This is an optimization exercise on Yosys and OpenROAD, whose aim is small area, a short achievable clock period and few clock cycles per item, not a production implementation.
In this exercise RTL edits were held to simulation tests only and were not proved equivalent to the original.
Power is estimated from default activity; no workload was simulated.

Setup of run 1:
Design mains_rms_and_frequency_monitor, start of the top module:
module mains_rms_and_frequency_monitor #(
    parameter int WINDOW_BITS = 10
) (
    input  logic                aclk,
    input  logic                aresetn,
    input  logic                s_valid,
    output logic                s_ready,
    input  logic [SAMPLE_W-1:0] s_sample_mv,
    input  logic                s_sample_valid,
    output logic                m_valid,
    input  logic                m_ready,
    output logic [THR_W-1:0]    m_rms_volts_q8,
    output logic                m_blackout,
    output logic                m_surge,
    output logic [FREQ_W-1:0]   m_frequency_centihz,
    input  logic                psel,
    input  logic                penable,
    input  logic                pwrite,
    input  logic [APB_AW-1:0]   paddr,
    input  logic [APB_DW-1:0]   pwdata,
    output logic [APB_DW-1:0]   prdata,
    output logic                pready
);
    logic [SAMPLE_W-1:0] offset_reg;
    logic [GAIN_W-1:0]   gain_reg;
    logic [THR_W-1:0]    low_thr_reg;
    logic [THR_W-1:0]    high_thr_reg;
    logic [WLEN_W-1:0]   win_len_reg;
    logic [RATE_W-1:0]   rate_reg;
    logic [MINP_W-1:0]   min_per_reg;
    logic                cfg_wr;
    assign cfg_wr = psel && penable && pwrite;
    assign pready = 1'b1;
  ...
==> flow/config.mk <==
export PLATFORM = sky130hd
export DESIGN_NAME = mains_rms_and_frequency_monitor
export DESIGN_NICKNAME = mains_rms_and_frequency_monitor
export VERILOG_FILES = /design/flow/design.v
export SDC_FILE = /design/flow/constraint.sdc
export NUM_CORES = 4
export LEC_CHECK = 0
export CAP_MARGIN = 20
export CORE_MARGIN = 2
export CORE_UTILIZATION = 40
export SLEW_MARGIN = 20
==> flow/constraint.sdc <==
create_clock -name core_clock -period 10.0 [get_ports {aclk}]
set_input_delay 2.0000 -clock core_clock [delete_from_list [all_inputs] [get_ports {aclk}]]
set_output_delay 2.0000 -clock core_clock [all_outputs]
set_load 0.01 [all_outputs]
standard.sh (not shown) runs the stock make flow with config.mk's settings and CLKGATE_MAP_FILE= SYNTH_SCRIPT=/design/flow/synth_recipe.tcl, a recipe that flattens the netlist after the stock synthesis.
==> flow/flow/run.sh <==
#!/bin/bash
# Standard layout; repair_timing aims for a tighter setup margin and the
# ports get buf_4 buffers. Tool output goes to standard.log.
set -euo pipefail
export SETUP_SLACK_MARGIN=7.0
export BUFFER_PORTS_ARGS="-buffer_cell sky130_fd_sc_hd__buf_4"
bash standard.sh > standard.log 2>&1
Testbench counts of run 1, summed over its fixed seeds: cycles 20,452, items 19,252.
Modified inputs, run 2 compared to run 1
==> flow/flow/run.sh <==
#!/bin/bash
# Standard layout; repair_timing aims for a tighter setup margin and the
# ports get buf_2 buffers. Tool output goes to standard.log.
set -euo pipefail
export SETUP_SLACK_MARGIN=6.5
export BUFFER_PORTS_ARGS="-buffer_cell sky130_fd_sc_hd__buf_2"
bash standard.sh > standard.log 2>&1
Results
Compared with run 1, run 2 ends up with a smaller final cell area.
~same power in run 1 and run 2
Delta(clock skew, run 2 - run 1) < 0
The fraction of area in registers in run 2 sits 2.3 points above the value recorded for run 1.
Length of routed met3 wiring | run 2 below run 1
Compared to run 1, run 2 shows a narrower setup margin.
Run 2 was carried through to the last stage, and its layout satisfied the timing, design-rule and antenna checks.
Run 2: fraction of the core area covered by cells at the end of the flow 4.0 points below run 1
Relative to run 2, the following input files were edited for run 3:
==> flow/flow/run.sh <==
#!/bin/bash
# Standard layout; repair_timing aims for a tighter setup margin and the
# ports get buf_1 buffers. Tool output goes to standard.log.
set -euo pipefail
export SETUP_SLACK_MARGIN=6.5
export BUFFER_PORTS_ARGS="-buffer_cell sky130_fd_sc_hd__buf_1"
bash standard.sh > standard.log 2>&1
Findings:
Run 3 completed end to end with timing, DRC and antenna clean. Worst reg2reg path depth delta for run 3 relative to run 2: 5 lower. Run 3 ends up with lower area overhead of the layout relative to synthesis than run 2 does. The run showing the smaller worst-case setup margin in the final layout is run 2. Summary of run 3 over run 2: largest net degree at the start of global routing lost 8.4%, fraction of met3 tracks used by global routing increased by 0.47 points relative to the old numbers, achievable clock frequency up 1.3 MHz, latest clock arrival within the worst-skew pair roughly the same. Compared with run 2, run 3 shows a lower post-route minimum period. Run 2 was larger in final cell area than run 3. As of run 3, total length of routed wires had risen slightly compared to run 2.
diff inputs: run 3 => run 4
==> flow/flow/run.sh <==
#!/bin/bash
# Standard layout; repair_timing aims for a tighter setup margin and the
# ports get buf_2 buffers. Tool output goes to standard.log.
set -euo pipefail
export SETUP_SLACK_MARGIN=6.0
export BUFFER_PORTS_ARGS="-buffer_cell sky130_fd_sc_hd__buf_2"
bash standard.sh > standard.log 2>&1
Results
Final instance count without filler cells: run 3 vs run 4, no meaningful difference. Run 4 gives more worst-case reg-to-reg path depth than run 3 did. Sort run 4 and run 3 by sequential share of layout area, ascending, and run 3 comes first. Setup WNS run 3 -> run 4: worse. After detailed routing, run 3 needs more wire than run 4. Relative to run 3, number of global-route vias before repair has decreased by about 1.5% in run 4.

==> re-timing with driven ports <==
Ports are ideal in the flow. The routed layouts listed here were re-timed in OpenROAD.
Step 1 assumes that a clkbuf_16 drives the clock port and a buf_2 every other input.
Step 2 adds t to the input delays and takes it off the output delays; t is the mean of the earliest and latest rising clock arrival at the registers after step 1. Input paths then give back, and output paths get back, about the clock's delay inside the block.
Three values: ideal ports, drivers, drivers and shift; two values: the first two.
run	t (ns)	setup slack, ns	pins driven straight from the clock port
run 1	0.691	6.702 / 6.664 / 6.274	1
run 2	0.675	6.571 / 6.516 / 5.936	1
run 3	0.667	6.586 / 6.528 / 5.957	1
run 4	0.665	6.233 / 6.233 / 5.680	1
After both steps every run listed still meets setup and hold. The setup slack of run 2, which loses most, moves by -0.055 ns with the drivers and by -0.635 ns with both steps.
